Source: an optimization exercise on an open RTL-to-GDS flow (aim: small area and a short achievable clock period). Production flows keep margins and buffers that such runs may drop. The RTL of this run was laid out without a check of its function. No activity file was given, so power comes from the tool's default toggle rates.

==> design.v <==
package coproc_pkg;
  parameter int operand_w   = 16;    
  parameter int word_w      = 32;    
  parameter int mult_stages = 3;     
  parameter int cold_pulse_ext  = 6;
  parameter int warm_pulse_ext  = 2;
  parameter int debug_pulse_ext = 32;
  parameter int uptime_w = 32;    
  parameter int led_w    = 10;    
  typedef enum logic {
    pulse_idle   = 1'b0,
    pulse_active = 1'b1    
  } pulse_state_t;
endpackage
import coproc_pkg::*;
module pulse_timer #(
  parameter int pulse_ext = cold_pulse_ext    
) (
  input  logic CLOCK_50,
  input  logic hps_fpga_reset_n,
  input  logic run,        
  output logic expired     
);
  localparam int cnt_w = (pulse_ext > 1) ? $clog2(pulse_ext) : 1;
  localparam logic [cnt_w-1:0] last_val = cnt_w'(pulse_ext - 1);
  logic [cnt_w-1:0] cnt_q;
  always_ff @(posedge CLOCK_50 or negedge hps_fpga_reset_n) begin
    if (!hps_fpga_reset_n) begin
      cnt_q <= '0;
    end else if (run) begin
      if (expired) begin
        cnt_q <= '0;                    
      end else begin
        cnt_q <= cnt_q + 1'b1;
      end
    end
  end
  assign expired = (cnt_q == last_val);
endmodule
import coproc_pkg::*;
module reset_req_fsm #(
  parameter int pulse_ext = cold_pulse_ext    
) (
  input  logic CLOCK_50,
  input  logic hps_fpga_reset_n,
  input  logic req,       
  output logic pulse      
);
  logic         req_q;       
  logic         req_prev;    
  logic         rise;
  logic         expired;     
  coproc_pkg::pulse_state_t state_q;
  coproc_pkg::pulse_state_t state_d;
  always_ff @(posedge CLOCK_50 or negedge hps_fpga_reset_n) begin
    if (!hps_fpga_reset_n) begin
      req_q    <= 1'b0;
      req_prev <= 1'b0;
    end else begin
      req_q    <= req;        
      req_prev <= req_q;
    end
  end
  assign rise = req_q && !req_prev;    
  always_comb begin
    state_d = state_q;
    case (state_q)
      pulse_idle: begin
        if (rise) state_d = pulse_active;
      end
      pulse_active: begin
        if (expired) state_d = pulse_idle;
      end
      default: state_d = pulse_idle;
    endcase
  end
  always_ff @(posedge CLOCK_50 or negedge hps_fpga_reset_n) begin
    if (!hps_fpga_reset_n) begin
      state_q <= pulse_idle;
    end else begin
      state_q <= state_d;
    end
  end
  assign pulse = (state_q == pulse_active);
  pulse_timer #(
    .pulse_ext (pulse_ext)
  ) timer_inst (
    .CLOCK_50         (CLOCK_50),
    .hps_fpga_reset_n (hps_fpga_reset_n),
    .run              (pulse),
    .expired          (expired)
  );
endmodule
import coproc_pkg::*;
module mult_pipe #(
  parameter int stages = mult_stages    
) (
  input  logic              CLOCK_50,
  input  logic              hps_fpga_reset_n,
  input  logic [word_w-1:0] in_readdata,
  input  logic              in_waitrequest,
  output logic              in_read,
  output logic [word_w-1:0] out_writedata,
  output logic              out_write,
  input  logic              out_waitrequest
);
  logic              stall;
  logic [2:0]        vld_q;           
  logic [15:0]       op_b;            
  logic [16:0]       b_ext;           
  logic [15:0]       a_q;
  logic [7:0]        one_q, two_q, neg_q;
  logic              one8_q;
  logic [7:0]        one_d, two_d, neg_d;
  logic [76:0]       s1_d, s1_q;
  logic [27:0]       x2, y2, sum2;
  logic [word_w-1:0] p_d, p_q;
  assign stall   = out_waitrequest;
  assign in_read = !in_waitrequest && !stall;
  always_ff @(posedge CLOCK_50 or negedge hps_fpga_reset_n) begin
    if (!hps_fpga_reset_n) begin
      vld_q <= '0;
    end else if (!stall) begin
      vld_q <= {vld_q[1:0], in_read};
    end
  end
  assign op_b  = in_readdata[word_w-1:operand_w];
  assign b_ext = {op_b, 1'b0};
  always_comb begin
    for (int i = 0; i < 8; i++) begin
      one_d[i] = b_ext[2*i+1] ^ b_ext[2*i];
      two_d[i] = (b_ext[2*i+2] & !b_ext[2*i+1] & !b_ext[2*i]) |
                 (!b_ext[2*i+2] & b_ext[2*i+1] & b_ext[2*i]);
      neg_d[i] = b_ext[2*i+2];
    end
  end
  logic pp1;
  logic pp2;
  logic pp3;
  logic pp4;
  logic pp5;
  logic pp6;
  logic pp7;
  logic pp8;
  logic pp9;
  logic pp10;
  logic pp11;
  logic pp12;
  logic pp13;
  logic pp14;
  logic pp15;
  logic pp16;
  logic pp17;
  logic ns18;
  logic pp19;
  logic pp20;
  logic pp21;
  logic pp22;
  logic pp23;
  logic pp24;
  logic pp25;
  logic pp26;
  logic pp27;
  logic pp28;
  logic pp29;
  logic pp30;
  logic pp31;
  logic pp32;
  logic pp33;
  logic pp34;
  logic pp35;
  logic ns36;
  logic pp37;
  logic pp38;
  logic pp39;
  logic pp40;
  logic pp41;
  logic pp42;
  logic pp43;
  logic pp44;
  logic pp45;
  logic pp46;
  logic pp47;
  logic pp48;
  logic pp49;
  logic pp50;
  logic pp51;
  logic pp52;
  logic pp53;
  logic ns54;
  logic pp55;
  logic pp56;
  logic pp57;
  logic pp58;
  logic pp59;
  logic pp60;
  logic pp61;
  logic pp62;
  logic pp63;
  logic pp64;
  logic pp65;
  logic pp66;
  logic pp67;
  logic pp68;
  logic pp69;
  logic pp70;
  logic pp71;
  logic ns72;
  logic pp73;
  logic pp74;
  logic pp75;
  logic pp76;
  logic pp77;
  logic pp78;
  logic pp79;
  logic pp80;
  logic pp81;
  logic pp82;
  logic pp83;
  logic pp84;
  logic pp85;
  logic pp86;
  logic pp87;
  logic pp88;
  logic pp89;
  logic ns90;
  logic pp91;
  logic pp92;
  logic pp93;
  logic pp94;
  logic pp95;
  logic pp96;
  logic pp97;
  logic pp98;
  logic pp99;
  logic pp100;
  logic pp101;
  logic pp102;
  logic pp103;
  logic pp104;
  logic pp105;
  logic pp106;
  logic pp107;
  logic ns108;
  logic pp109;
  logic pp110;
  logic pp111;
  logic pp112;
  logic pp113;
  logic pp114;
  logic pp115;
  logic pp116;
  logic pp117;
  logic pp118;
  logic pp119;
  logic pp120;
  logic pp121;
  logic pp122;
  logic pp123;
  logic pp124;
  logic pp125;
  logic ns126;
  logic pp127;
  logic pp128;
  logic pp129;
  logic pp130;
  logic pp131;
  logic pp132;
  logic pp133;
  logic pp134;
  logic pp135;
  logic pp136;
  logic pp137;
  logic pp138;
  logic pp139;
  logic pp140;
  logic pp141;
  logic pp142;
  logic pp143;
  logic ns144;
  logic pp145;
  logic pp146;
  logic pp147;
  logic pp148;
  logic pp149;
  logic pp150;
  logic pp151;
  logic pp152;
  logic pp153;
  logic pp154;
  logic pp155;
  logic pp156;
  logic pp157;
  logic pp158;
  logic pp159;
  logic pp160;
  logic s161;
  logic c162;
  logic s163;
  logic c164;
  logic s165;
  logic c166;
  logic s167;
  logic c168;
  logic s169;
  logic c170;
  logic s171;
  logic c172;
  logic s173;
  logic c174;
  logic s175;
  logic c176;
  logic s177;
  logic c178;
  logic s179;
  logic c180;
  logic s181;
  logic c182;
  logic s183;
  logic c184;
  logic s185;
  logic c186;
  logic s187;
  logic c188;
  logic s189;
  logic c190;
  logic s191;
  logic c192;
  logic s193;
  logic c194;
  logic s195;
  logic c196;
  logic s197;
  logic c198;
  logic s199;
  logic c200;
  logic s201;
  logic c202;
  logic s203;
  logic c204;
  logic s205;
  logic c206;
  logic s207;
  logic c208;
  logic s209;
  logic c210;
  logic s211;
  logic c212;
  logic s213;
  logic c214;
  logic s215;
  logic c216;
  logic s217;
  logic c218;
  logic s219;
  logic c220;
  logic s221;
  logic c222;
  logic s223;
  logic c224;
  logic s225;
  logic c226;
  logic s227;
  logic c228;
  logic s229;
  logic c230;
  logic s231;
  logic c232;
  logic s233;
  logic c234;
  logic s235;
  logic c236;
  logic s237;
  logic c238;
  logic s239;
  logic c240;
  logic s241;
  logic c242;
  logic s243;
  logic c244;
  logic s245;
  logic c246;
  logic s247;
  logic c248;
  logic s249;
  logic c250;
  logic s251;
  logic c252;
  logic s253;
  logic c254;
  logic s255;
  logic c256;
  logic s257;
  logic c258;
  logic s259;
  logic c260;
  logic s261;
  logic c262;
  logic s263;
  logic c264;
  logic s265;
  logic c266;
  logic s267;
  logic c268;
  logic s269;
  logic c270;
  logic s271;
  logic c272;
  logic s273;
  logic c274;
  logic s275;
  logic c276;
  logic s277;
  logic c278;
  logic s279;
  logic c280;
  logic s281;
  logic c282;
  logic s283;
  logic c284;
  logic s285;
  logic c286;
  logic s287;
  logic c288;
  logic s289;
  logic c290;
  logic s291;
  logic c292;
  logic s293;
  logic c294;
  logic s295;
  logic c296;
  logic s297;
  logic c298;
  logic s299;
  logic c300;
  logic s301;
  logic c302;
  logic s303;
  logic c304;
  logic s305;
  logic c306;
  logic s307;
  logic c308;
  logic s309;
  logic c310;
  logic s311;
  logic c312;
  logic s313;
  logic c314;
  logic s315;
  logic c316;
  logic s317;
  logic c318;
  logic s319;
  logic c320;
  logic s321;
  logic c322;
  logic s323;
  logic c324;
  logic s325;
  logic c326;
  logic s327;
  logic c328;
  logic s329;
  logic c330;
  logic s331;
  logic c332;
  logic s333;
  logic c334;
  logic s335;
  logic c336;
  logic s337;
  logic c338;
  logic s339;
  logic c340;
  logic s341;
  logic c342;
  logic s343;
  logic c344;
  logic s345;
  logic c346;
  logic s347;
  logic c348;
  logic s349;
  logic c350;
  logic s351;
  logic c352;
  logic s353;
  logic c354;
  logic s355;
  logic c356;
  logic s357;
  logic c358;
  logic s359;
  logic c360;
  logic s361;
  logic c362;
  logic s363;
  logic c364;
  logic s365;
  logic c366;
  logic s367;
  logic c368;
  logic s369;
  logic c370;
  logic s371;
  logic c372;
  logic s373;
  logic c374;
  logic s375;
  logic c376;
  logic s377;
  logic c378;
  logic s379;
  logic c380;
  logic s381;
  logic c382;
  logic s383;
  logic c384;
  logic s385;
  logic c386;
  logic s387;
  logic c388;
  logic s389;
  logic c390;
  logic s391;
  logic c392;
  logic s393;
  logic c394;
  logic s395;
  logic c396;
  logic s397;
  logic c398;
  logic s399;
  logic c400;
  logic s401;
  logic c402;
  logic s403;
  logic c404;
  logic s405;
  logic c406;
  logic s409;
  logic c410;
  logic s411;
  logic c412;
  logic s413;
  logic c414;
  logic s415;
  logic c416;
  logic s417;
  logic c418;
  logic s419;
  logic c420;
  logic s421;
  logic c422;
  logic s423;
  logic c424;
  logic s425;
  logic c426;
  logic s427;
  logic c428;
  logic s429;
  logic c430;
  logic s431;
  logic c432;
  logic s433;
  logic c434;
  logic s435;
  logic c436;
  logic s437;
  logic c438;
  logic s439;
  logic c440;
  logic s441;
  logic c442;
  logic s443;
  logic c444;
  logic s445;
  logic c446;
  logic s447;
  logic c448;
  logic s449;
  logic c450;
  assign pp1 = ((one_q[0] & a_q[0])) ^ neg_q[0];
  assign pp2 = ((one_q[0] & a_q[1]) | (two_q[0] & a_q[0])) ^ neg_q[0];
  assign pp3 = ((one_q[0] & a_q[2]) | (two_q[0] & a_q[1])) ^ neg_q[0];
  assign pp4 = ((one_q[0] & a_q[3]) | (two_q[0] & a_q[2])) ^ neg_q[0];
  assign pp5 = ((one_q[0] & a_q[4]) | (two_q[0] & a_q[3])) ^ neg_q[0];
  assign pp6 = ((one_q[0] & a_q[5]) | (two_q[0] & a_q[4])) ^ neg_q[0];
  assign pp7 = ((one_q[0] & a_q[6]) | (two_q[0] & a_q[5])) ^ neg_q[0];
  assign pp8 = ((one_q[0] & a_q[7]) | (two_q[0] & a_q[6])) ^ neg_q[0];
  assign pp9 = ((one_q[0] & a_q[8]) | (two_q[0] & a_q[7])) ^ neg_q[0];
  assign pp10 = ((one_q[0] & a_q[9]) | (two_q[0] & a_q[8])) ^ neg_q[0];
  assign pp11 = ((one_q[0] & a_q[10]) | (two_q[0] & a_q[9])) ^ neg_q[0];
  assign pp12 = ((one_q[0] & a_q[11]) | (two_q[0] & a_q[10])) ^ neg_q[0];
  assign pp13 = ((one_q[0] & a_q[12]) | (two_q[0] & a_q[11])) ^ neg_q[0];
  assign pp14 = ((one_q[0] & a_q[13]) | (two_q[0] & a_q[12])) ^ neg_q[0];
  assign pp15 = ((one_q[0] & a_q[14]) | (two_q[0] & a_q[13])) ^ neg_q[0];
  assign pp16 = ((one_q[0] & a_q[15]) | (two_q[0] & a_q[14])) ^ neg_q[0];
  assign pp17 = ((two_q[0] & a_q[15])) ^ neg_q[0];
  assign ns18 = ~neg_q[0];
  assign pp19 = ((one_q[1] & a_q[0])) ^ neg_q[1];
  assign pp20 = ((one_q[1] & a_q[1]) | (two_q[1] & a_q[0])) ^ neg_q[1];
  assign pp21 = ((one_q[1] & a_q[2]) | (two_q[1] & a_q[1])) ^ neg_q[1];
  assign pp22 = ((one_q[1] & a_q[3]) | (two_q[1] & a_q[2])) ^ neg_q[1];
  assign pp23 = ((one_q[1] & a_q[4]) | (two_q[1] & a_q[3])) ^ neg_q[1];
  assign pp24 = ((one_q[1] & a_q[5]) | (two_q[1] & a_q[4])) ^ neg_q[1];
  assign pp25 = ((one_q[1] & a_q[6]) | (two_q[1] & a_q[5])) ^ neg_q[1];
  assign pp26 = ((one_q[1] & a_q[7]) | (two_q[1] & a_q[6])) ^ neg_q[1];
  assign pp27 = ((one_q[1] & a_q[8]) | (two_q[1] & a_q[7])) ^ neg_q[1];
  assign pp28 = ((one_q[1] & a_q[9]) | (two_q[1] & a_q[8])) ^ neg_q[1];
  assign pp29 = ((one_q[1] & a_q[10]) | (two_q[1] & a_q[9])) ^ neg_q[1];
  assign pp30 = ((one_q[1] & a_q[11]) | (two_q[1] & a_q[10])) ^ neg_q[1];
  assign pp31 = ((one_q[1] & a_q[12]) | (two_q[1] & a_q[11])) ^ neg_q[1];
  assign pp32 = ((one_q[1] & a_q[13]) | (two_q[1] & a_q[12])) ^ neg_q[1];
  assign pp33 = ((one_q[1] & a_q[14]) | (two_q[1] & a_q[13])) ^ neg_q[1];
  assign pp34 = ((one_q[1] & a_q[15]) | (two_q[1] & a_q[14])) ^ neg_q[1];
  assign pp35 = ((two_q[1] & a_q[15])) ^ neg_q[1];
  assign ns36 = ~neg_q[1];
  assign pp37 = ((one_q[2] & a_q[0])) ^ neg_q[2];
  assign pp38 = ((one_q[2] & a_q[1]) | (two_q[2] & a_q[0])) ^ neg_q[2];
  assign pp39 = ((one_q[2] & a_q[2]) | (two_q[2] & a_q[1])) ^ neg_q[2];
  assign pp40 = ((one_q[2] & a_q[3]) | (two_q[2] & a_q[2])) ^ neg_q[2];
  assign pp41 = ((one_q[2] & a_q[4]) | (two_q[2] & a_q[3])) ^ neg_q[2];
  assign pp42 = ((one_q[2] & a_q[5]) | (two_q[2] & a_q[4])) ^ neg_q[2];
  assign pp43 = ((one_q[2] & a_q[6]) | (two_q[2] & a_q[5])) ^ neg_q[2];
  assign pp44 = ((one_q[2] & a_q[7]) | (two_q[2] & a_q[6])) ^ neg_q[2];
  assign pp45 = ((one_q[2] & a_q[8]) | (two_q[2] & a_q[7])) ^ neg_q[2];
  assign pp46 = ((one_q[2] & a_q[9]) | (two_q[2] & a_q[8])) ^ neg_q[2];
  assign pp47 = ((one_q[2] & a_q[10]) | (two_q[2] & a_q[9])) ^ neg_q[2];
  assign pp48 = ((one_q[2] & a_q[11]) | (two_q[2] & a_q[10])) ^ neg_q[2];
  assign pp49 = ((one_q[2] & a_q[12]) | (two_q[2] & a_q[11])) ^ neg_q[2];
  assign pp50 = ((one_q[2] & a_q[13]) | (two_q[2] & a_q[12])) ^ neg_q[2];
  assign pp51 = ((one_q[2] & a_q[14]) | (two_q[2] & a_q[13])) ^ neg_q[2];
  assign pp52 = ((one_q[2] & a_q[15]) | (two_q[2] & a_q[14])) ^ neg_q[2];
  assign pp53 = ((two_q[2] & a_q[15])) ^ neg_q[2];
  assign ns54 = ~neg_q[2];
  assign pp55 = ((one_q[3] & a_q[0])) ^ neg_q[3];
  assign pp56 = ((one_q[3] & a_q[1]) | (two_q[3] & a_q[0])) ^ neg_q[3];
  assign pp57 = ((one_q[3] & a_q[2]) | (two_q[3] & a_q[1])) ^ neg_q[3];
  assign pp58 = ((one_q[3] & a_q[3]) | (two_q[3] & a_q[2])) ^ neg_q[3];
  assign pp59 = ((one_q[3] & a_q[4]) | (two_q[3] & a_q[3])) ^ neg_q[3];
  assign pp60 = ((one_q[3] & a_q[5]) | (two_q[3] & a_q[4])) ^ neg_q[3];
  assign pp61 = ((one_q[3] & a_q[6]) | (two_q[3] & a_q[5])) ^ neg_q[3];
  assign pp62 = ((one_q[3] & a_q[7]) | (two_q[3] & a_q[6])) ^ neg_q[3];
  assign pp63 = ((one_q[3] & a_q[8]) | (two_q[3] & a_q[7])) ^ neg_q[3];
  assign pp64 = ((one_q[3] & a_q[9]) | (two_q[3] & a_q[8])) ^ neg_q[3];
  assign pp65 = ((one_q[3] & a_q[10]) | (two_q[3] & a_q[9])) ^ neg_q[3];
  assign pp66 = ((one_q[3] & a_q[11]) | (two_q[3] & a_q[10])) ^ neg_q[3];
  assign pp67 = ((one_q[3] & a_q[12]) | (two_q[3] & a_q[11])) ^ neg_q[3];
  assign pp68 = ((one_q[3] & a_q[13]) | (two_q[3] & a_q[12])) ^ neg_q[3];
  assign pp69 = ((one_q[3] & a_q[14]) | (two_q[3] & a_q[13])) ^ neg_q[3];
  assign pp70 = ((one_q[3] & a_q[15]) | (two_q[3] & a_q[14])) ^ neg_q[3];
  assign pp71 = ((two_q[3] & a_q[15])) ^ neg_q[3];
  assign ns72 = ~neg_q[3];
  assign pp73 = ((one_q[4] & a_q[0])) ^ neg_q[4];
  assign pp74 = ((one_q[4] & a_q[1]) | (two_q[4] & a_q[0])) ^ neg_q[4];
  assign pp75 = ((one_q[4] & a_q[2]) | (two_q[4] & a_q[1])) ^ neg_q[4];
  assign pp76 = ((one_q[4] & a_q[3]) | (two_q[4] & a_q[2])) ^ neg_q[4];
  assign pp77 = ((one_q[4] & a_q[4]) | (two_q[4] & a_q[3])) ^ neg_q[4];
  assign pp78 = ((one_q[4] & a_q[5]) | (two_q[4] & a_q[4])) ^ neg_q[4];
  assign pp79 = ((one_q[4] & a_q[6]) | (two_q[4] & a_q[5])) ^ neg_q[4];
  assign pp80 = ((one_q[4] & a_q[7]) | (two_q[4] & a_q[6])) ^ neg_q[4];
  assign pp81 = ((one_q[4] & a_q[8]) | (two_q[4] & a_q[7])) ^ neg_q[4];
  assign pp82 = ((one_q[4] & a_q[9]) | (two_q[4] & a_q[8])) ^ neg_q[4];
  assign pp83 = ((one_q[4] & a_q[10]) | (two_q[4] & a_q[9])) ^ neg_q[4];
  assign pp84 = ((one_q[4] & a_q[11]) | (two_q[4] & a_q[10])) ^ neg_q[4];
  assign pp85 = ((one_q[4] & a_q[12]) | (two_q[4] & a_q[11])) ^ neg_q[4];
  assign pp86 = ((one_q[4] & a_q[13]) | (two_q[4] & a_q[12])) ^ neg_q[4];
  assign pp87 = ((one_q[4] & a_q[14]) | (two_q[4] & a_q[13])) ^ neg_q[4];
  assign pp88 = ((one_q[4] & a_q[15]) | (two_q[4] & a_q[14])) ^ neg_q[4];
  assign pp89 = ((two_q[4] & a_q[15])) ^ neg_q[4];
  assign ns90 = ~neg_q[4];
  assign pp91 = ((one_q[5] & a_q[0])) ^ neg_q[5];
  assign pp92 = ((one_q[5] & a_q[1]) | (two_q[5] & a_q[0])) ^ neg_q[5];
  assign pp93 = ((one_q[5] & a_q[2]) | (two_q[5] & a_q[1])) ^ neg_q[5];
  assign pp94 = ((one_q[5] & a_q[3]) | (two_q[5] & a_q[2])) ^ neg_q[5];
  assign pp95 = ((one_q[5] & a_q[4]) | (two_q[5] & a_q[3])) ^ neg_q[5];
  assign pp96 = ((one_q[5] & a_q[5]) | (two_q[5] & a_q[4])) ^ neg_q[5];
  assign pp97 = ((one_q[5] & a_q[6]) | (two_q[5] & a_q[5])) ^ neg_q[5];
  assign pp98 = ((one_q[5] & a_q[7]) | (two_q[5] & a_q[6])) ^ neg_q[5];
  assign pp99 = ((one_q[5] & a_q[8]) | (two_q[5] & a_q[7])) ^ neg_q[5];
  assign pp100 = ((one_q[5] & a_q[9]) | (two_q[5] & a_q[8])) ^ neg_q[5];
  assign pp101 = ((one_q[5] & a_q[10]) | (two_q[5] & a_q[9])) ^ neg_q[5];
  assign pp102 = ((one_q[5] & a_q[11]) | (two_q[5] & a_q[10])) ^ neg_q[5];
  assign pp103 = ((one_q[5] & a_q[12]) | (two_q[5] & a_q[11])) ^ neg_q[5];
  assign pp104 = ((one_q[5] & a_q[13]) | (two_q[5] & a_q[12])) ^ neg_q[5];
  assign pp105 = ((one_q[5] & a_q[14]) | (two_q[5] & a_q[13])) ^ neg_q[5];
  assign pp106 = ((one_q[5] & a_q[15]) | (two_q[5] & a_q[14])) ^ neg_q[5];
  assign pp107 = ((two_q[5] & a_q[15])) ^ neg_q[5];
  assign ns108 = ~neg_q[5];
  assign pp109 = ((one_q[6] & a_q[0])) ^ neg_q[6];
  assign pp110 = ((one_q[6] & a_q[1]) | (two_q[6] & a_q[0])) ^ neg_q[6];
  assign pp111 = ((one_q[6] & a_q[2]) | (two_q[6] & a_q[1])) ^ neg_q[6];
  assign pp112 = ((one_q[6] & a_q[3]) | (two_q[6] & a_q[2])) ^ neg_q[6];
  assign pp113 = ((one_q[6] & a_q[4]) | (two_q[6] & a_q[3])) ^ neg_q[6];
  assign pp114 = ((one_q[6] & a_q[5]) | (two_q[6] & a_q[4])) ^ neg_q[6];
  assign pp115 = ((one_q[6] & a_q[6]) | (two_q[6] & a_q[5])) ^ neg_q[6];
  assign pp116 = ((one_q[6] & a_q[7]) | (two_q[6] & a_q[6])) ^ neg_q[6];
  assign pp117 = ((one_q[6] & a_q[8]) | (two_q[6] & a_q[7])) ^ neg_q[6];
  assign pp118 = ((one_q[6] & a_q[9]) | (two_q[6] & a_q[8])) ^ neg_q[6];
  assign pp119 = ((one_q[6] & a_q[10]) | (two_q[6] & a_q[9])) ^ neg_q[6];
  assign pp120 = ((one_q[6] & a_q[11]) | (two_q[6] & a_q[10])) ^ neg_q[6];
  assign pp121 = ((one_q[6] & a_q[12]) | (two_q[6] & a_q[11])) ^ neg_q[6];
  assign pp122 = ((one_q[6] & a_q[13]) | (two_q[6] & a_q[12])) ^ neg_q[6];
  assign pp123 = ((one_q[6] & a_q[14]) | (two_q[6] & a_q[13])) ^ neg_q[6];
  assign pp124 = ((one_q[6] & a_q[15]) | (two_q[6] & a_q[14])) ^ neg_q[6];
  assign pp125 = ((two_q[6] & a_q[15])) ^ neg_q[6];
  assign ns126 = ~neg_q[6];
  assign pp127 = ((one_q[7] & a_q[0])) ^ neg_q[7];
  assign pp128 = ((one_q[7] & a_q[1]) | (two_q[7] & a_q[0])) ^ neg_q[7];
  assign pp129 = ((one_q[7] & a_q[2]) | (two_q[7] & a_q[1])) ^ neg_q[7];
  assign pp130 = ((one_q[7] & a_q[3]) | (two_q[7] & a_q[2])) ^ neg_q[7];
  assign pp131 = ((one_q[7] & a_q[4]) | (two_q[7] & a_q[3])) ^ neg_q[7];
  assign pp132 = ((one_q[7] & a_q[5]) | (two_q[7] & a_q[4])) ^ neg_q[7];
  assign pp133 = ((one_q[7] & a_q[6]) | (two_q[7] & a_q[5])) ^ neg_q[7];
  assign pp134 = ((one_q[7] & a_q[7]) | (two_q[7] & a_q[6])) ^ neg_q[7];
  assign pp135 = ((one_q[7] & a_q[8]) | (two_q[7] & a_q[7])) ^ neg_q[7];
  assign pp136 = ((one_q[7] & a_q[9]) | (two_q[7] & a_q[8])) ^ neg_q[7];
  assign pp137 = ((one_q[7] & a_q[10]) | (two_q[7] & a_q[9])) ^ neg_q[7];
  assign pp138 = ((one_q[7] & a_q[11]) | (two_q[7] & a_q[10])) ^ neg_q[7];
  assign pp139 = ((one_q[7] & a_q[12]) | (two_q[7] & a_q[11])) ^ neg_q[7];
  assign pp140 = ((one_q[7] & a_q[13]) | (two_q[7] & a_q[12])) ^ neg_q[7];
  assign pp141 = ((one_q[7] & a_q[14]) | (two_q[7] & a_q[13])) ^ neg_q[7];
  assign pp142 = ((one_q[7] & a_q[15]) | (two_q[7] & a_q[14])) ^ neg_q[7];
  assign pp143 = ((two_q[7] & a_q[15])) ^ neg_q[7];
  assign ns144 = ~neg_q[7];
  assign pp145 = one8_q & a_q[0];
  assign pp146 = one8_q & a_q[1];
  assign pp147 = one8_q & a_q[2];
  assign pp148 = one8_q & a_q[3];
  assign pp149 = one8_q & a_q[4];
  assign pp150 = one8_q & a_q[5];
  assign pp151 = one8_q & a_q[6];
  assign pp152 = one8_q & a_q[7];
  assign pp153 = one8_q & a_q[8];
  assign pp154 = one8_q & a_q[9];
  assign pp155 = one8_q & a_q[10];
  assign pp156 = one8_q & a_q[11];
  assign pp157 = one8_q & a_q[12];
  assign pp158 = one8_q & a_q[13];
  assign pp159 = one8_q & a_q[14];
  assign pp160 = one8_q & a_q[15];
  assign s161 = ~ns18;
  assign c162 = ns18;
  assign s163 = ~pp147;
  assign c164 = pp147;
  mult_ha u_s165 (.a(neg_q[5]), .b(pp11), .s(s165), .co(c166));
  mult_ha u_s167 (.a(pp12), .b(pp28), .s(s167), .co(c168));
  mult_fa u_s169 (.a(neg_q[6]), .b(pp13), .c(pp29), .s(s169), .co(c170));
  mult_ha u_s171 (.a(pp45), .b(pp61), .s(s171), .co(c172));
  mult_fa u_s173 (.a(pp14), .b(pp30), .c(pp46), .s(s173), .co(c174));
  mult_ha u_s175 (.a(pp62), .b(pp78), .s(s175), .co(c176));
  mult_fa u_s177 (.a(neg_q[7]), .b(pp15), .c(pp31), .s(s177), .co(c178));
  mult_fa u_s179 (.a(pp47), .b(pp63), .c(pp79), .s(s179), .co(c180));
  mult_ha u_s181 (.a(pp95), .b(pp111), .s(s181), .co(c182));
  mult_fa u_s183 (.a(pp16), .b(pp32), .c(pp48), .s(s183), .co(c184));
  mult_fa u_s185 (.a(pp64), .b(pp80), .c(pp96), .s(s185), .co(c186));
  mult_ha u_s187 (.a(pp112), .b(pp128), .s(s187), .co(c188));
  mult_fa u_s189 (.a(pp145), .b(pp17), .c(pp33), .s(s189), .co(c190));
  mult_fa u_s191 (.a(pp49), .b(pp65), .c(pp81), .s(s191), .co(c192));
  mult_fa u_s193 (.a(pp97), .b(pp113), .c(pp129), .s(s193), .co(c194));
  mult_fa u_s195 (.a(pp146), .b(s161), .c(pp34), .s(s195), .co(c196));
  mult_fa u_s197 (.a(pp50), .b(pp66), .c(pp82), .s(s197), .co(c198));
  mult_fa u_s199 (.a(pp98), .b(pp114), .c(pp130), .s(s199), .co(c200));
  mult_fa u_s201 (.a(c162), .b(s163), .c(pp35), .s(s201), .co(c202));
  mult_fa u_s203 (.a(pp51), .b(pp67), .c(pp83), .s(s203), .co(c204));
  mult_fa u_s205 (.a(pp99), .b(pp115), .c(pp131), .s(s205), .co(c206));
  mult_fa u_s207 (.a(ns36), .b(pp148), .c(c164), .s(s207), .co(c208));
  mult_fa u_s209 (.a(pp52), .b(pp68), .c(pp84), .s(s209), .co(c210));
  mult_fa u_s211 (.a(pp100), .b(pp116), .c(pp132), .s(s211), .co(c212));
  assign s213 = ~(pp149 ^ pp53);
  assign c214 = pp149 | pp53;
  mult_fa u_s215 (.a(pp69), .b(pp85), .c(pp101), .s(s215), .co(c216));
  mult_ha u_s217 (.a(pp117), .b(pp133), .s(s217), .co(c218));
  mult_fa u_s219 (.a(ns54), .b(pp150), .c(pp70), .s(s219), .co(c220));
  mult_fa u_s221 (.a(pp86), .b(pp102), .c(pp118), .s(s221), .co(c222));
  assign s223 = ~(pp151 ^ pp71);
  assign c224 = pp151 | pp71;
  mult_ha u_s225 (.a(pp87), .b(pp103), .s(s225), .co(c226));
  mult_fa u_s227 (.a(ns72), .b(pp152), .c(pp88), .s(s227), .co(c228));
  assign s229 = ~pp153;
  assign c230 = pp153;
  mult_ha u_s231 (.a(neg_q[3]), .b(pp7), .s(s231), .co(c232));
  mult_ha u_s233 (.a(pp8), .b(pp24), .s(s233), .co(c234));
  mult_fa u_s235 (.a(neg_q[4]), .b(pp9), .c(pp25), .s(s235), .co(c236));
  mult_ha u_s237 (.a(pp41), .b(pp57), .s(s237), .co(c238));
  mult_fa u_s239 (.a(pp10), .b(pp26), .c(pp42), .s(s239), .co(c240));
  mult_ha u_s241 (.a(pp58), .b(pp74), .s(s241), .co(c242));
  mult_fa u_s243 (.a(pp27), .b(pp43), .c(pp59), .s(s243), .co(c244));
  mult_fa u_s245 (.a(pp75), .b(pp91), .c(s165), .s(s245), .co(c246));
  mult_fa u_s247 (.a(pp44), .b(pp60), .c(pp76), .s(s247), .co(c248));
  mult_fa u_s249 (.a(pp92), .b(c166), .c(s167), .s(s249), .co(c250));
  mult_fa u_s251 (.a(pp77), .b(pp93), .c(pp109), .s(s251), .co(c252));
  mult_fa u_s253 (.a(c168), .b(s171), .c(s169), .s(s253), .co(c254));
  mult_fa u_s255 (.a(pp94), .b(pp110), .c(c172), .s(s255), .co(c256));
  mult_fa u_s257 (.a(s175), .b(c170), .c(s173), .s(s257), .co(c258));
  mult_fa u_s259 (.a(pp127), .b(c176), .c(s181), .s(s259), .co(c260));
  mult_fa u_s261 (.a(c174), .b(s177), .c(s179), .s(s261), .co(c262));
  mult_fa u_s263 (.a(c182), .b(s187), .c(c178), .s(s263), .co(c264));
  mult_fa u_s265 (.a(c180), .b(s183), .c(s185), .s(s265), .co(c266));
  mult_fa u_s267 (.a(c188), .b(c184), .c(c186), .s(s267), .co(c268));
  mult_fa u_s269 (.a(s189), .b(s191), .c(s193), .s(s269), .co(c270));
  mult_fa u_s271 (.a(c190), .b(c192), .c(c194), .s(s271), .co(c272));
  mult_fa u_s273 (.a(s195), .b(s197), .c(s199), .s(s273), .co(c274));
  mult_fa u_s275 (.a(c196), .b(c198), .c(c200), .s(s275), .co(c276));
  mult_fa u_s277 (.a(s201), .b(s203), .c(s205), .s(s277), .co(c278));
  mult_fa u_s279 (.a(s207), .b(c202), .c(c204), .s(s279), .co(c280));
  mult_fa u_s281 (.a(c206), .b(s209), .c(s211), .s(s281), .co(c282));
  mult_fa u_s283 (.a(c208), .b(s217), .c(c210), .s(s283), .co(c284));
  mult_fa u_s285 (.a(c212), .b(s213), .c(s215), .s(s285), .co(c286));
  mult_fa u_s287 (.a(pp134), .b(c218), .c(c214), .s(s287), .co(c288));
  mult_fa u_s289 (.a(c216), .b(s219), .c(s221), .s(s289), .co(c290));
  mult_fa u_s291 (.a(pp119), .b(pp135), .c(s225), .s(s291), .co(c292));
  mult_fa u_s293 (.a(c220), .b(c222), .c(s223), .s(s293), .co(c294));
  mult_fa u_s295 (.a(pp104), .b(pp120), .c(pp136), .s(s295), .co(c296));
  mult_fa u_s297 (.a(c226), .b(c224), .c(s227), .s(s297), .co(c298));
  mult_fa u_s299 (.a(s229), .b(pp89), .c(pp105), .s(s299), .co(c300));
  mult_fa u_s301 (.a(pp121), .b(pp137), .c(c228), .s(s301), .co(c302));
  mult_fa u_s303 (.a(ns90), .b(pp154), .c(c230), .s(s303), .co(c304));
  mult_fa u_s305 (.a(pp106), .b(pp122), .c(pp138), .s(s305), .co(c306));
  assign s307 = ~(pp155 ^ pp107);
  assign c308 = pp155 | pp107;
  mult_ha u_s309 (.a(pp123), .b(pp139), .s(s309), .co(c310));
  mult_fa u_s311 (.a(ns108), .b(pp156), .c(pp124), .s(s311), .co(c312));
  assign s313 = ~pp157;
  assign c314 = pp157;
  mult_ha u_s315 (.a(neg_q[2]), .b(pp5), .s(s315), .co(c316));
  mult_ha u_s317 (.a(pp6), .b(pp22), .s(s317), .co(c318));
  mult_fa u_s319 (.a(pp23), .b(pp39), .c(pp55), .s(s319), .co(c320));
  mult_fa u_s321 (.a(pp40), .b(pp56), .c(c232), .s(s321), .co(c322));
  mult_fa u_s323 (.a(pp73), .b(c234), .c(s237), .s(s323), .co(c324));
  mult_fa u_s325 (.a(c238), .b(s241), .c(c236), .s(s325), .co(c326));
  mult_fa u_s327 (.a(c242), .b(c240), .c(s243), .s(s327), .co(c328));
  mult_fa u_s329 (.a(c244), .b(s247), .c(c246), .s(s329), .co(c330));
  mult_fa u_s331 (.a(c248), .b(s251), .c(c250), .s(s331), .co(c332));
  mult_fa u_s333 (.a(c252), .b(s255), .c(c254), .s(s333), .co(c334));
  mult_fa u_s335 (.a(c256), .b(s259), .c(c258), .s(s335), .co(c336));
  mult_fa u_s337 (.a(c260), .b(c262), .c(s263), .s(s337), .co(c338));
  mult_fa u_s339 (.a(c264), .b(c266), .c(s267), .s(s339), .co(c340));
  mult_fa u_s341 (.a(c268), .b(c270), .c(s271), .s(s341), .co(c342));
  mult_fa u_s343 (.a(c272), .b(c274), .c(s275), .s(s343), .co(c344));
  mult_fa u_s345 (.a(c276), .b(c278), .c(s279), .s(s345), .co(c346));
  mult_fa u_s347 (.a(c280), .b(c282), .c(s283), .s(s347), .co(c348));
  mult_fa u_s349 (.a(c284), .b(c286), .c(s287), .s(s349), .co(c350));
  mult_fa u_s351 (.a(s291), .b(c288), .c(c290), .s(s351), .co(c352));
  mult_fa u_s353 (.a(s295), .b(c292), .c(c294), .s(s353), .co(c354));
  mult_fa u_s355 (.a(c296), .b(s299), .c(c298), .s(s355), .co(c356));
  mult_fa u_s357 (.a(s303), .b(c300), .c(s305), .s(s357), .co(c358));
  mult_fa u_s359 (.a(c304), .b(s309), .c(c306), .s(s359), .co(c360));
  mult_fa u_s361 (.a(pp140), .b(c310), .c(c308), .s(s361), .co(c362));
  mult_fa u_s363 (.a(s313), .b(pp125), .c(pp141), .s(s363), .co(c364));
  mult_fa u_s365 (.a(ns126), .b(pp158), .c(c314), .s(s365), .co(c366));
  assign s367 = ~pp159;
  assign c368 = pp159;
  mult_ha u_s369 (.a(neg_q[1]), .b(pp3), .s(s369), .co(c370));
  mult_ha u_s371 (.a(pp4), .b(pp20), .s(s371), .co(c372));
  mult_fa u_s373 (.a(pp21), .b(pp37), .c(s315), .s(s373), .co(c374));
  mult_fa u_s375 (.a(pp38), .b(c316), .c(s317), .s(s375), .co(c376));
  mult_fa u_s377 (.a(c318), .b(s231), .c(s319), .s(s377), .co(c378));
  mult_fa u_s379 (.a(s233), .b(c320), .c(s321), .s(s379), .co(c380));
  mult_fa u_s381 (.a(s235), .b(c322), .c(s323), .s(s381), .co(c382));
  mult_fa u_s383 (.a(s239), .b(c324), .c(s325), .s(s383), .co(c384));
  mult_fa u_s385 (.a(s245), .b(c326), .c(s327), .s(s385), .co(c386));
  mult_ha u_s387 (.a(s307), .b(c358), .s(s387), .co(c388));
  mult_fa u_s389 (.a(s311), .b(c360), .c(s361), .s(s389), .co(c390));
  mult_fa u_s391 (.a(c312), .b(s363), .c(c362), .s(s391), .co(c392));
  mult_fa u_s393 (.a(pp142), .b(s365), .c(c364), .s(s393), .co(c394));
  mult_fa u_s395 (.a(s367), .b(c366), .c(pp143), .s(s395), .co(c396));
  mult_fa u_s397 (.a(ns144), .b(pp160), .c(c368), .s(s397), .co(c398));
  mult_ha u_s399 (.a(neg_q[0]), .b(pp1), .s(s399), .co(c400));
  mult_ha u_s401 (.a(pp2), .b(c400), .s(s401), .co(c402));
  mult_fa u_s403 (.a(pp19), .b(s369), .c(c402), .s(s403), .co(c404));
  mult_fa u_s405 (.a(c370), .b(s371), .c(c404), .s(s405), .co(c406));
  assign s1_d = {c406, s397, c396, s395, c394, s393, c392, s391, c390, s389, c388, s359, s387, c356, s357, c302, s355, c354, s301, s353, c352, s297, s351, c350, s293, s349, c348, s289, s347, c346, s285, s345, c344, s281, s343, c342, s277, s341, c340, s273, s339, c338, s269, s337, c336, s265, s335, c334, s261, s333, c332, s257, s331, c330, s253, s329, c328, s249, c386, s385, c384, s383, c382, s381, c380, s379, c378, s377, c376, s375, c374, s373, c372, s405, s403, s401, s399};
  mult_fa u_s409 (.a(s1_q[18]), .b(s1_q[19]), .c(s1_q[20]), .s(s409), .co(c410));
  mult_fa u_s411 (.a(s1_q[22]), .b(s1_q[23]), .c(s1_q[24]), .s(s411), .co(c412));
  mult_fa u_s413 (.a(s1_q[25]), .b(s1_q[26]), .c(s1_q[27]), .s(s413), .co(c414));
  mult_fa u_s415 (.a(s1_q[28]), .b(s1_q[29]), .c(s1_q[30]), .s(s415), .co(c416));
  mult_fa u_s417 (.a(s1_q[31]), .b(s1_q[32]), .c(s1_q[33]), .s(s417), .co(c418));
  mult_fa u_s419 (.a(s1_q[34]), .b(s1_q[35]), .c(s1_q[36]), .s(s419), .co(c420));
  mult_fa u_s421 (.a(s1_q[37]), .b(s1_q[38]), .c(s1_q[39]), .s(s421), .co(c422));
  mult_fa u_s423 (.a(s1_q[40]), .b(s1_q[41]), .c(s1_q[42]), .s(s423), .co(c424));
  mult_fa u_s425 (.a(s1_q[43]), .b(s1_q[44]), .c(s1_q[45]), .s(s425), .co(c426));
  mult_fa u_s427 (.a(s1_q[46]), .b(s1_q[47]), .c(s1_q[48]), .s(s427), .co(c428));
  mult_fa u_s429 (.a(s1_q[49]), .b(s1_q[50]), .c(s1_q[51]), .s(s429), .co(c430));
  mult_fa u_s431 (.a(s1_q[52]), .b(s1_q[53]), .c(s1_q[54]), .s(s431), .co(c432));
  mult_fa u_s433 (.a(s1_q[55]), .b(s1_q[56]), .c(s1_q[57]), .s(s433), .co(c434));
  mult_fa u_s435 (.a(s1_q[58]), .b(s1_q[59]), .c(s1_q[60]), .s(s435), .co(c436));
  mult_fa u_s437 (.a(s1_q[61]), .b(s1_q[62]), .c(s1_q[63]), .s(s437), .co(c438));
  mult_ha u_s439 (.a(s1_q[64]), .b(s1_q[65]), .s(s439), .co(c440));
  mult_ha u_s441 (.a(s1_q[66]), .b(s1_q[67]), .s(s441), .co(c442));
  mult_ha u_s443 (.a(s1_q[68]), .b(s1_q[69]), .s(s443), .co(c444));
  mult_ha u_s445 (.a(s1_q[70]), .b(s1_q[71]), .s(s445), .co(c446));
  mult_ha u_s447 (.a(s1_q[72]), .b(s1_q[73]), .s(s447), .co(c448));
  mult_ha u_s449 (.a(s1_q[74]), .b(s1_q[75]), .s(s449), .co(c450));
  assign x2  = {s449, s447, s445, s443, s441, s439, s437, s435, s433, s431, s429, s427, s425, s423, s421, s419, s417, s415, s413, s411, s409, s1_q[16], s1_q[14], s1_q[12], s1_q[10], s1_q[8], s1_q[6], s1_q[4]};
  assign y2  = {c448, c446, c444, c442, c440, c438, c436, c434, c432, c430, c428, c426, c424, c422, c420, c418, c416, c414, c412, c410, s1_q[21], s1_q[17], s1_q[15], s1_q[13], s1_q[11], s1_q[9], s1_q[7], s1_q[5]};
  assign sum2 = x2 + y2 + 28'(s1_q[76]);
  assign p_d = {sum2, {s1_q[3], s1_q[2], s1_q[1], s1_q[0]}};
  always_ff @(posedge CLOCK_50) begin
    if (!stall) begin
      a_q    <= in_readdata[operand_w-1:0];
      one_q  <= one_d;
      two_q  <= two_d;
      neg_q  <= neg_d;
      one8_q <= op_b[15];
      s1_q   <= s1_d;
      p_q    <= p_d;
    end
  end
  assign out_write     = vld_q[2];
  assign out_writedata = p_q;
endmodule
module mult_fa (
  input  logic a,
  input  logic b,
  input  logic c,
  output logic s,
  output logic co
);
  assign s  = a ^ b ^ c;
  assign co = (a & b) | (c & (a ^ b));
endmodule
module mult_ha (
  input  logic a,
  input  logic b,
  output logic s,
  output logic co
);
  assign s  = a ^ b;
  assign co = a & b;
endmodule
import coproc_pkg::*;
module coproc_top (
  input  logic                CLOCK_50,
  input  logic                hps_fpga_reset_n,
  input  logic [word_w-1:0]   in_readdata,
  input  logic                in_waitrequest,
  output logic                in_read,
  output logic [word_w-1:0]   out_writedata,
  output logic                out_write,
  input  logic                out_waitrequest,
  input  logic [2:0]          reset_req,
  output logic                cold_reset,
  output logic                warm_reset,
  output logic                debug_reset,
  output logic [uptime_w-1:0] status_count,
  output logic [led_w-1:0]    ledr
);
  logic [uptime_w-1:0] uptime_q;    
  mult_pipe #(
    .stages (mult_stages)
  ) mult_inst (
    .CLOCK_50         (CLOCK_50),
    .hps_fpga_reset_n (hps_fpga_reset_n),
    .in_readdata      (in_readdata),
    .in_waitrequest   (in_waitrequest),
    .in_read          (in_read),
    .out_writedata    (out_writedata),
    .out_write        (out_write),
    .out_waitrequest  (out_waitrequest)
  );
  reset_req_fsm #(
    .pulse_ext (cold_pulse_ext)
  ) cold_req_inst (
    .CLOCK_50         (CLOCK_50),
    .hps_fpga_reset_n (hps_fpga_reset_n),
    .req              (reset_req[0]),
    .pulse            (cold_reset)
  );
  reset_req_fsm #(
    .pulse_ext (warm_pulse_ext)
  ) warm_req_inst (
    .CLOCK_50         (CLOCK_50),
    .hps_fpga_reset_n (hps_fpga_reset_n),
    .req              (reset_req[1]),
    .pulse            (warm_reset)
  );
  reset_req_fsm #(
    .pulse_ext (debug_pulse_ext)
  ) debug_req_inst (
    .CLOCK_50         (CLOCK_50),
    .hps_fpga_reset_n (hps_fpga_reset_n),
    .req              (reset_req[2]),
    .pulse            (debug_reset)
  );
  localparam int grp_w = 8;
  localparam int n_grp = uptime_w / grp_w;
  logic [uptime_w-1:0] uptime_d;
  logic [n_grp-1:0]    grp_cin;
  logic [grp_w:0]      carry [n_grp];    
  assign grp_cin[0] = 1'b1;
  for (genvar g = 1; g < n_grp; g++) begin : g_cin
    assign grp_cin[g] = grp_cin[g-1] & (&uptime_q[g*grp_w-1 -: grp_w]);
  end
  for (genvar g = 0; g < n_grp; g++) begin : g_grp
    for (genvar i = 0; i < grp_w; i++) begin : g_bit
      if (g == 0 && i == 0) begin : g_lsb
        assign uptime_d[0]  = !uptime_q[0];
        assign carry[0][1]  = uptime_q[0];
      end else begin : g_ha
        uptime_ha ha_inst (
          .a  (uptime_q[g*grp_w+i]),
          .b  ((i == 0) ? grp_cin[g] : carry[g][i]),
          .s  (uptime_d[g*grp_w+i]),
          .co (carry[g][i+1])
        );
      end
    end
  end
  always_ff @(posedge CLOCK_50 or negedge hps_fpga_reset_n) begin
    if (!hps_fpga_reset_n) begin
      uptime_q <= '0;
    end else begin
      uptime_q <= uptime_d;    
    end
  end
  assign status_count = uptime_q;                        
  assign ledr         = uptime_q[uptime_w-1 -: led_w];   
endmodule
module uptime_ha (
  input  logic a,
  input  logic b,
  output logic s,
  output logic co
);
  assign s  = a ^ b;
  assign co = a & b;
endmodule
==> flow/run.sh <==
#!/bin/bash
# Layout flow: the standard ORFS flow, with the port buffers that the
# placement step inserts made from sky130_fd_sc_hd__buf_1, which the timing
# repair may then resize, instead of the delay-cell buffer the resizer picks.
set -euo pipefail
bash standard.sh "BUFFER_PORTS_ARGS=-buffer_cell sky130_fd_sc_hd__buf_1" finish > orfs_make.log 2>&1
==> standard.sh <==
#!/bin/bash
# synth_recipe.tcl (not shown) runs the flow's synth.tcl, then flattens the netlist and writes it again
# the make line also repeats each setting of config.mk as NAME=value (left out here)
make -C /OpenROAD-flow-scripts/flow DESIGN_CONFIG=/design/flow/config.mk WORK_HOME=/design/flow/orfs CLKGATE_MAP_FILE= SYNTH_SCRIPT=/design/flow/synth_recipe.tcl "${@:-finish}"
==> config.mk <==
export PLATFORM = sky130hd
export DESIGN_NAME = coproc_top
export DESIGN_NICKNAME = coproc_top
export VERILOG_FILES = /design/flow/design.v
export SDC_FILE = /design/flow/constraint.sdc
export NUM_CORES = 4
export LEC_CHECK = 0
export CAP_MARGIN = 20
export CORE_MARGIN = 2
export CORE_UTILIZATION = 55
export SETUP_SLACK_MARGIN = 3.7
export SLEW_MARGIN = 20
export SYNTH_HIERARCHICAL = 1
==> constraint.sdc <==
create_clock -name core_clock -period 6.8 [get_ports {CLOCK_50}]
set_input_delay 1.3600 -clock core_clock [delete_from_list [all_inputs] [get_ports {CLOCK_50}]]
set_output_delay 1.3600 -clock core_clock [all_outputs]
set_load 0.01 [all_outputs]
==> results list <==
* Area delta synth->final: 13.5%
* Synthesized area divided by synthesized cell count: 12.8 um^2
- The finished cells cover 15,300 um^2.
- Number of CTS-inserted buffers: 24
- The Yosys step of the flow raised 16 warnings.
- Dividing the detail-routed wire length by the instance count gives 18.7 um.
- Hold Slack: 0.379 ns
* Via/cell ratio: 5.61
- Yosys cell types: 61
- Final critical path time including I/O delays and setup: 3.06 ns
- Pin count of the biggest net entering global routing: 66
- Cells after synthesis: 1,058
* Starting DRT DRC Count: approximately 670
* Detailed-route via count: 8,399
- Final WL: about 28,000 um
- Core area: about 24,000 um^2
* Number of clock sinks: 202
* Worst setup slack for register-to-register paths: 3.77 ns
- Global routing used 22.0% of the available tracks.
* Diodes inserted: 0
* Proportion of synthesized chip area in sequential cells: approximately 43%
- The floorplan step defined a die boundary enclosing 25,900 um^2.
- Pin slew with the least headroom to its limit: a little under 0.8 ns
- First-pass GRT wire length: about 45,000 um
* Path class of the lowest-slack min-delay path: register to register
- Count of input and output buffers: 117
* Worst slew margin: ~48%
* Most common cell after layout, fill and taps aside: sky130_fd_sc_hd__xnor2_1
- Counting tap cells, the placed design contains a total of 1,409 instances.
- Worst Setup Path Type: input port to primary output
* Ratio of total power to cell area: 490 nW/um^2
- Cell depth of the worst flop-to-flop path: 5
- Timing would allow up to 326 MHz.
- TritonCTS built the clock tree.
- Source of the worst hold timing path: debug_req_inst.req_q
- IR analysis of the VDD net gives a maximum drop of roughly 0.24 mV.
* Status: complete, no violations
- The floorplan step set the die width to 161 um.
* Fraction of layout instances using a drive strength above 1: 10.1%
- The clock passes through at most 3 buffers.
* Net count of the finished layout: 1,395
- Clock latency on the worst-skew pair, taken at its later pin, is 0.52 ns.
- After detailed routing, the number of remaining DRC violations is 0.
- Post-synthesis cell area: 13,500 um^2
- Nets in the synthesized netlist: between 1,000 and 1,500
* CTS H-tree depth: 1
- Post-detail-place hpwl: 19,200 um
* Most frequent cells in the layout: sky130_fd_sc_hd__xnor2_1 (152), sky130_fd_sc_hd__edfxtp_1 (149), sky130_fd_sc_hd__a22oi_1 (121)
- Data on the critical path arrives at its endpoint at 1.70 ns.
* Hold path cells: 0
* Total cell area at the placement stage: 14,000 um^2
- # hold bufs at CTS: 0
- Setup violations remaining at the end of the flow were counted as 0.
- Initial core utilization: 55.8%
- Synth Flop Type: sky130_fd_sc_hd__edfxtp_1
* Clock skew after layout: 0.0241 ns
- The worst setup path is launched from an input port.
- Worst reg2reg path startpoint: mult_inst.two_q[3]
- The worst register-to-register path ends at mult_inst.s1_q[42].
* Synthesized flop and latch total: 202
- Hold Vio Cnt, Final: 0
* Async SR Flop Fraction: 26.2%
- Iteration count of the initial detailed-routing pass: 6
- Counting flops with a built-in enable in the synthesized netlist gives 149.
* Post-route clock period utilization: 45.1%
- Cell-by-cell listing of the critical path: buf_4 > nor2_4 > buf_6
* Crit path capture type: primary output
- Setup TNS Final: 0 ns
* CTS root buf: sky130_fd_sc_hd__clkbuf_16
- Total overflow reported by the global router: 0
- Top Ports: 118
- For the worst setup path, the data required time is between 5 and 6 ns.
* Number of antenna violations at the first check in global routing: 0
* Leak: between 0.006 and 0.007 uW
- The count of final max-slew check failures is 0.
- Stage delay of the slowest cell on the critical path: 0.14 ns
- Excluding fillers, the count of instances in the completed layout stands at ~1,500.
- In this run the worst path has a maximum fanout of 5.
- The count of nets left with antenna violations once routing finished came out at 0.
- The worst hold path terminates at debug_req_inst.req_prev.
* Clock-pin slew of the registers on the worst-case setup and hold paths: approximately 0.06 ns
* Overall die height: 161 um
- At the end of routability-driven placement, the weighted congestion stood at 0.845.
- On the critical path, the stage with the largest delay is an instance of sky130_fd_sc_hd__buf_4.
* Setup repair after global routing missed its margin: false
* Placement row count: 57
- The tool flagged a number of max-cap violations equal to 0.
* Final design utilization: 63.3%
- The number of global-route vias before repair came to 8,321.
- Number of inserted filler cells in the final layout: 1,914
==> per-stage QoR <==
step | setup slack, ns | power (uW)
final | 3.74 | 7520
after global routing | 3.67 | 8150
after CTS | 3.70 | 7520
after detailed placement | 3.59 | 6240
after global placement | 3.61 | 6150
after floorplan | 2.90 | 5180
==> kinds of logic after synthesis <==
kind of cell / after synthesis / share of synthesized area (%)
compound gates: 217 / 11.3
flops: 202 / 42.9
fa+ha+maj: 200 / 24.7
xor+xnor: 168 / 10.9
simple gates: 136 / 5.48
buf+inv: 124 / 3.83
mux: 11 / 0.934
==> final cells by class <==
class / instances / area, um^2 / area share (%)
Clock buffer: 32 / 662 / 4.31
Inverter: 28 / 109 / 0.709
Multi-Input combinational cell: 732 / 7210 / 47.0
Sequential cell: 202 / 5800 / 37.8
Clock inverter: 12 / 115 / 0.750
Tap cell: 324 / 405 / 2.64
Timing Repair Buffer: 168 / 1040 / 6.79
==> sequential cells by signal, summed over array words and instances, names as in the netlist, 3 cells and up <==
register / flops
mult_inst.s1_q: 77
mult_inst.p_q: 32
uptime_q: 32
mult_inst.a_q: 16
mult_inst.one_q: 8
mult_inst.two_q: 8
mult_inst.neg_q: 7
debug_req_inst.timer_inst.cnt_q: 5
cold_req_inst.timer_inst.cnt_q: 3
mult_inst.vld_q: 3
==> what timing repair did <==
item / in CTS / in global routing
setup endpoints to repair: 1 / 21
pin swaps: 1 / 0
gates resized for setup: 4 / 2
setup buffers: 0 / 44
gates cloned: 0 / 0
==> cells in the mapped netlist (2+ instances only) <==
cell type | number | area, um^2
sky130_fd_sc_hd__xnor2_1 | 152 | 1330
sky130_fd_sc_hd__edfxtp_1 | 149 | 4470
sky130_fd_sc_hd__a22oi_1 | 121 | 908
sky130_fd_sc_hd__fa_1 | 112 | 2240
sky130_fd_sc_hd__ha_1 | 88 | 1100
sky130_fd_sc_hd__clkbuf_1 | 71 | 267
sky130_fd_sc_hd__dfrtp_1 | 53 | 1330
sky130_fd_sc_hd__nand2_1 | 51 | 191
sky130_fd_sc_hd__a21oi_1 | 28 | 140
sky130_fd_sc_hd__inv_1 | 28 | 105
sky130_fd_sc_hd__o21ai_0 | 23 | 115
sky130_fd_sc_hd__nor2_1 | 17 | 63.8
sky130_fd_sc_hd__xor2_1 | 16 | 140
sky130_fd_sc_hd__and2_1 | 13 | 81.3
sky130_fd_sc_hd__buf_4 | 11 | 82.6
sky130_fd_sc_hd__nand2b_1 | 10 | 62.6
sky130_fd_sc_hd__buf_2 | 9 | 45.0
sky130_fd_sc_hd__nand3b_1 | 8 | 60.1
sky130_fd_sc_hd__nand4_1 | 8 | 50.1
sky130_fd_sc_hd__a21o_1 | 5 | 37.5
sky130_fd_sc_hd__buf_1 | 5 | 18.8
sky130_fd_sc_hd__mux2_2 | 5 | 56.3
sky130_fd_sc_hd__nor2b_1 | 5 | 31.3
sky130_fd_sc_hd__a211oi_1 | 4 | 30.0
sky130_fd_sc_hd__a31oi_1 | 4 | 25.0
sky130_fd_sc_hd__mux2i_1 | 4 | 40.0
sky130_fd_sc_hd__nor3_1 | 4 | 20.0
sky130_fd_sc_hd__o21a_1 | 4 | 30.0
sky130_fd_sc_hd__o21ai_1 | 4 | 20.0
sky130_fd_sc_hd__a21oi_2 | 3 | 26.3
sky130_fd_sc_hd__nand4_2 | 3 | 37.5
sky130_fd_sc_hd__o2111ai_1 | 3 | 26.3
sky130_fd_sc_hd__o211ai_1 | 3 | 22.5
sky130_fd_sc_hd__a21boi_0 | 2 | 15.0
sky130_fd_sc_hd__and3_2 | 2 | 15.0
sky130_fd_sc_hd__mux2_4 | 2 | 30.0
sky130_fd_sc_hd__nand2b_2 | 2 | 17.5
sky130_fd_sc_hd__o22ai_1 | 2 | 12.5
sky130_fd_sc_hd__o31ai_1 | 2 | 15.0
==> critical path: cells and delay by family <==
kind / cells / cell delay [ns]
and+or+nand+nor: 1 / 0.09
buffers and inverters: 2 / 0.25
==> modules after synthesis (local to each module, per instance), a selection <==
module / cell area (um^2) / copies in the design / cells inside
coproc_top: 963 / 1 / 54
mult_fa: 20.0 / 110 / 1
mult_ha: 12.5 / 26 / 1
uptime_ha: 12.5 / 31 / 1
==> how the worst max path moves through the flow <==
stage,cells after the start,endpoint,startpoint
6_report,3,in_read,out_waitrequest
5_1_grt,5,mult_inst.s1_q[42],mult_inst.two_q[3]
4_1_cts,4,mult_inst.s1_q[36],mult_inst.neg_q[1]
3_5_place_dp,3,in_read,out_waitrequest
3_3_place_gp,3,in_read,out_waitrequest
2_1_floorplan,1,mult_inst.a_q[0],out_waitrequest
==> per-layer routing <==
metal / vias to the layer above / part of all wire [%] / track usage [%]
met1: 4120 / 47 / 33.1
met5: - / 0 / 0
met4: 0 / 2.3 / 6.62
met2: 296 / 44 / 33.0
met3: 42 / 6.9 / 3.90
li1: 3941 / - / -
==> power by group <==
group	switching (uW)	internal, uW
clock network	488	759
registers	226	2020
logic	2280	1750

## re-timing with driven ports
In the flow no input, the clock included, has a driving cell. The finished layout below was timed again as built, in two steps.
Step 1, drivers: a clkbuf_16 drives CLOCK_50 and a buf_2 each remaining input, both assumed.
Step 2 times the ports against the registers' clock, not the clock port: input delays grow and output delays shrink by t, the midpoint of the rising clock arrivals with the driver on.
Slacks: ideal / step 1 / step 2; pairs: ideal / step 1.
shift t [ns]: 0.559
setup WS [ns]: 3.736 / 3.715 / 3.697
worst setup path after step 2: input to register
slew at the worst register clock pin (ns): 0.06 / 0.06
worst data-port slew with drivers (ns): 0.04
After both steps this run still meets setup and hold. The setup slack of this run moves by -0.021 ns with the drivers and by -0.039 ns with both steps.
